This is an optimization exercise on Yosys and OpenROAD, whose aim is small area, not a production implementation.
In this exercise RTL edits were held to simulation tests only and were not proved equivalent to the original.
Power is estimated from default activity; no workload was simulated.

==> inputs of job 4918 <==
## pdp8_trace_capture
module pdp8_trace_capture #(
    parameter int unsigned DEPTH  = 64,
    parameter int unsigned WORD_W = 12,
    parameter int unsigned LOST_W = 16
) (
    input  logic                     clk,
    input  logic                     reset,
    input  logic                     trace_en,
    input  logic                     mode_wrap,
    input  logic                     inst_valid,
    input  logic [WORD_W-1:0]        inst_pc,
    input  logic [WORD_W-1:0]        inst_ir,
    input  logic [WORD_W-1:0]        inst_ac,
    input  logic                     inst_lk,
    input  logic                     mem_valid,
    input  logic [WORD_W-1:0]        mem_addr,
    input  logic [WORD_W-1:0]        mem_data,
    input  logic                     mem_we,
    input  logic                     mem_ifetch,
    input  logic                     br_valid,
    input  logic [WORD_W-1:0]        br_pc,
    input  logic [WORD_W-1:0]        br_target,
    input  logic [1:0]               br_kind,
    input  logic                     br_taken,
    output logic                     out_valid,
    input  logic                     out_ready,
    output logic [2+3*WORD_W+4-1:0]  out_data,
    output logic [$clog2(DEPTH):0]   count,
    output logic [LOST_W-1:0]        lost_count
);
Settings: LEC_CHECK=0, CAP_MARGIN=20, CORE_MARGIN=2, CORE_UTILIZATION=50, CTS_BUF_LIST=sky130_fd_sc_hd__clkbuf_8, CTS_CLUSTER_DIAMETER=80, CTS_CLUSTER_SIZE=16, PLACE_DENSITY=0.65, SLEW_MARGIN=20, SYNTH_HIERARCHICAL=1, SYNTH_MINIMUM_KEEP_SIZE=0; clock period 6.0 ns.
standard.sh (not shown) runs the stock make flow with config.mk's settings and CLKGATE_MAP_FILE= SYNTH_SCRIPT=/design/flow/synth_recipe.tcl, a recipe that flattens the netlist after the stock synthesis.
==> flow/flow/run.sh <==
#!/bin/bash
# The standard layout, with the smallest plain buffer for the port buffers
# (one buffer on every input and output port, as the standard flow places them).
set -euo pipefail
bash standard.sh BUFFER_PORTS_ARGS="-buffer_cell sky130_fd_sc_hd__buf_1" finish > standard_make.log 2>&1
==> job 247: changes against job 4918 <==
--- a/flow/design.v
+++ b/flow/design.v
@@ -46,12 +46,10 @@
     logic [1:0]         rr_q, rr_d;
     logic [PTR_W:0]     count_q, count_d;
     logic [LOST_W-1:0]  lost_q, lost_d;
     logic [POS_W-1:0]   rd_q, rd_d, wp_q, wp_d;
     logic               phase_q;
-    logic [7:0]         rlo_q, rlo_d;             
-    logic [8:0]         rhi_q, rhi_d;             
     logic [2:0]         ev_valid, load;
     logic               full, pop, push_ok, push, overwrite;
     logic [5:0]         prio;
     logic [1:0]         gnt_ch;
     logic [2:0]         gnt_oh;
@@ -103,31 +101,25 @@
         if (s >= (POS_W + 1)'(NS)) s = s - (POS_W + 1)'(NS);
         step = s[POS_W-1:0];
     endfunction
     assign rd_d = step(rd_q, pop | overwrite);
     assign wp_d = step(wp_q, push);
-    assign rlo_d = 8'b1 << rd_d[2:0];
-    assign rhi_d = (count_d != '0) ? (9'b1 << rd_d[POS_W-1:3]) : 9'b0;
     always_ff @(posedge clk) begin
         if (reset) begin
             hold_v_q <= '0;
             rr_q     <= CH_INST;
             count_q  <= '0;
             lost_q   <= '0;
             rd_q     <= '0;
-            rlo_q    <= '0;
-            rhi_q    <= '0;
             wp_q     <= POS_W'(1);
             phase_q  <= 1'b0;
         end else begin
             hold_v_q <= hold_v_d;
             rr_q     <= rr_d;
             count_q  <= count_d;
             lost_q   <= lost_d;
             rd_q     <= rd_d;
-            rlo_q    <= rlo_d;
-            rhi_q    <= rhi_d;
             wp_q     <= wp_d;
             phase_q  <= ~phase_q;
         end
     end
     always_ff @(posedge clk) begin
@@ -166,11 +158,11 @@
     logic [NS-1:0] rseln;
     logic [W-1:0]  z, rent;
     logic          pv;
     always_comb begin
         for (int i = 0; i < NS; i++)
-            rseln[i] = ~(rlo_q[i % 8] & rhi_q[i / 8]);
+            rseln[i] = ~(out_valid & (rd_q == POS_W'(i)));
     end
     for (genvar b = 0; b < W; b++) begin : g_col
         logic [NS-1:0] d;
         for (genvar i = 0; i < NS; i++) begin : g_d
             assign d[i] = ring_q[i][b];
==> flow/run.sh (new file) <==
#!/bin/bash
# synth_recipe.tcl (not shown) runs the flow's synth.tcl, then flattens the netlist and writes it again
# the make line also repeats each setting of config.mk as NAME=value (left out here)
make -C /OpenROAD-flow-scripts/flow DESIGN_CONFIG=/design/flow/config.mk WORK_HOME=/design/flow/orfs CLKGATE_MAP_FILE= SYNTH_SCRIPT=/design/flow/synth_recipe.tcl finish
==> flow/config.mk (replaced) <==
export PLATFORM = sky130hd
export DESIGN_NAME = pdp8_trace_capture
export DESIGN_NICKNAME = pdp8_trace_capture
export VERILOG_FILES = /design/flow/design.v
export SDC_FILE = /design/flow/constraint.sdc
export NUM_CORES = 4
export LEC_CHECK = 0
export CAP_MARGIN = 20
export CORE_MARGIN = 2
export CORE_UTILIZATION = 40
export CTS_BUF_LIST = sky130_fd_sc_hd__clkbuf_8
export CTS_CLUSTER_DIAMETER = 60
export CTS_CLUSTER_SIZE = 12
export PLACE_DENSITY = 0.55
export SLEW_MARGIN = 20
export SYNTH_HIERARCHICAL = 1
export SYNTH_MINIMUM_KEEP_SIZE = 0
removed: flow/flow/run.sh
removed: flow/standard.sh
==> job 4260: changes against job 4918 <==
==> flow/run.sh (new file) <==
#!/bin/bash
# synth_recipe.tcl (not shown) runs the flow's synth.tcl, then flattens the netlist and writes it again
# the make line also repeats each setting of config.mk as NAME=value (left out here)
make -C /OpenROAD-flow-scripts/flow DESIGN_CONFIG=/design/flow/config.mk WORK_HOME=/design/flow/orfs CLKGATE_MAP_FILE= SYNTH_SCRIPT=/design/flow/synth_recipe.tcl finish
==> flow/config.mk (replaced) <==
export PLATFORM = sky130hd
export DESIGN_NAME = pdp8_trace_capture
export DESIGN_NICKNAME = pdp8_trace_capture
export VERILOG_FILES = /design/flow/design.v
export SDC_FILE = /design/flow/constraint.sdc
export NUM_CORES = 4
export LEC_CHECK = 0
export CAP_MARGIN = 20
export CORE_MARGIN = 2
export CORE_UTILIZATION = 40
export CTS_BUF_LIST = sky130_fd_sc_hd__clkbuf_8
export CTS_CLUSTER_DIAMETER = 80
export CTS_CLUSTER_SIZE = 14
export PLACE_DENSITY = 0.55
export SETUP_SLACK_MARGIN = 0.1
export SLEW_MARGIN = 20
export SYNTH_HIERARCHICAL = 1
export SYNTH_MINIMUM_KEEP_SIZE = 0
removed: flow/flow/run.sh
removed: flow/standard.sh
==> job 7872: changes against job 4918 <==
==> flow/config.mk (replaced) <==
export PLATFORM = sky130hd
export DESIGN_NAME = pdp8_trace_capture
export DESIGN_NICKNAME = pdp8_trace_capture
export VERILOG_FILES = /design/flow/design.v
export SDC_FILE = /design/flow/constraint.sdc
export NUM_CORES = 4
export LEC_CHECK = 0
export CAP_MARGIN = 20
export CORE_MARGIN = 2
export CORE_UTILIZATION = 58
export CTS_BUF_LIST = sky130_fd_sc_hd__clkbuf_8
export CTS_CLUSTER_DIAMETER = 80
export CTS_CLUSTER_SIZE = 14
export PLACE_DENSITY = 0.72
export SLEW_MARGIN = 20
export SYNTH_HIERARCHICAL = 1
export SYNTH_MINIMUM_KEEP_SIZE = 0
==> notes.md <==
* Mux contribution to synthesized area at 0.135%
* Worst setup startpoint: rlo_q[7]
* Met2 Routed Length at 125 mm
* Status: finished clean
* WL final at 288 mm
* Syn nets at 8766
The numbers above come from job 7872.

==> notes.md <==
* Worst setup startpoint: rlo_q[4]
* WL final at 297 mm
* Seq pwr share at 63.8%
* Reg2reg setup slack at 850 ps
* CP Class: reg2out
* Clock transition at path regs at 110 ps
* Clk latency of the worst-skew pair at 1000 ps
* Hold Startpoint: inst_pc[7]
* DR vias at 72127
* Status: finished clean
* Mux contribution to synthesized area at 0.135%
* Syn nets at 8766
The numbers above come from job 4918.

==> notes.md <==
* Status: finished with violations
* Worst setup startpoint: rd_q[2]
* Met2 Routed Length at 146 mm
* Setup WS post-layout at -188 ps
* Die X at 467 µm
* PwrDens at 495 nW/µm²
* Layout Check Failures: setup timing
* Fillcell total at 20219
* Switching pwr at 0.0158 W
* Syn nets at 8831
* WL final at 328 mm
* Mux contribution to synthesized area at 0.110%
* # setup viols final at 6
The numbers above come from job 247.

==> notes.md <==
* Mux contribution to synthesized area at 0.135%
* Post-synthesis cell area at 85600 µm²
* First DRT Iteration DRCs at 7738
* Met2 Routed Length at 143 mm
* Cell taking the most area after synthesis: dfxtp_1
* Syn nets at 8766
* Status: finished clean
* Worst setup startpoint: rlo_q[5]
* WL final at 325 mm
The numbers above come from job 4260.

-- port drivers added, routing unchanged --
How much do the figures lean on ideal ports? The routed layouts below were timed once more, with nothing changed but the port constraints.
Step 1 sets driving cells, clkbuf_16 on the clock port and buf_2 on the other inputs (assumed; they add their load-dependent delay and slew).
Step 2 also shifts input and output timing later by t, the mid clock arrival at the registers, as if the neighbouring blocks saw the same clock.
Slacks: ideal / step 1 / step 2; pairs: ideal / step 1.
run	t, ns	setup slack, ns	latest minus earliest clock arrival (ns)	pins driven straight from the clock port
job 4918	1.059	0.182 / 0.100 / 0.593	0.082 / 0.082	1
job 247	1.118	-0.188 / -0.278 / 0.108	0.063 / 0.062	1
job 4260	1.084	0.001 / -0.086 / 0.305	0.061 / 0.062	1
job 7872	1.050	0.037 / -0.043 / 0.459	0.065 / 0.065	1
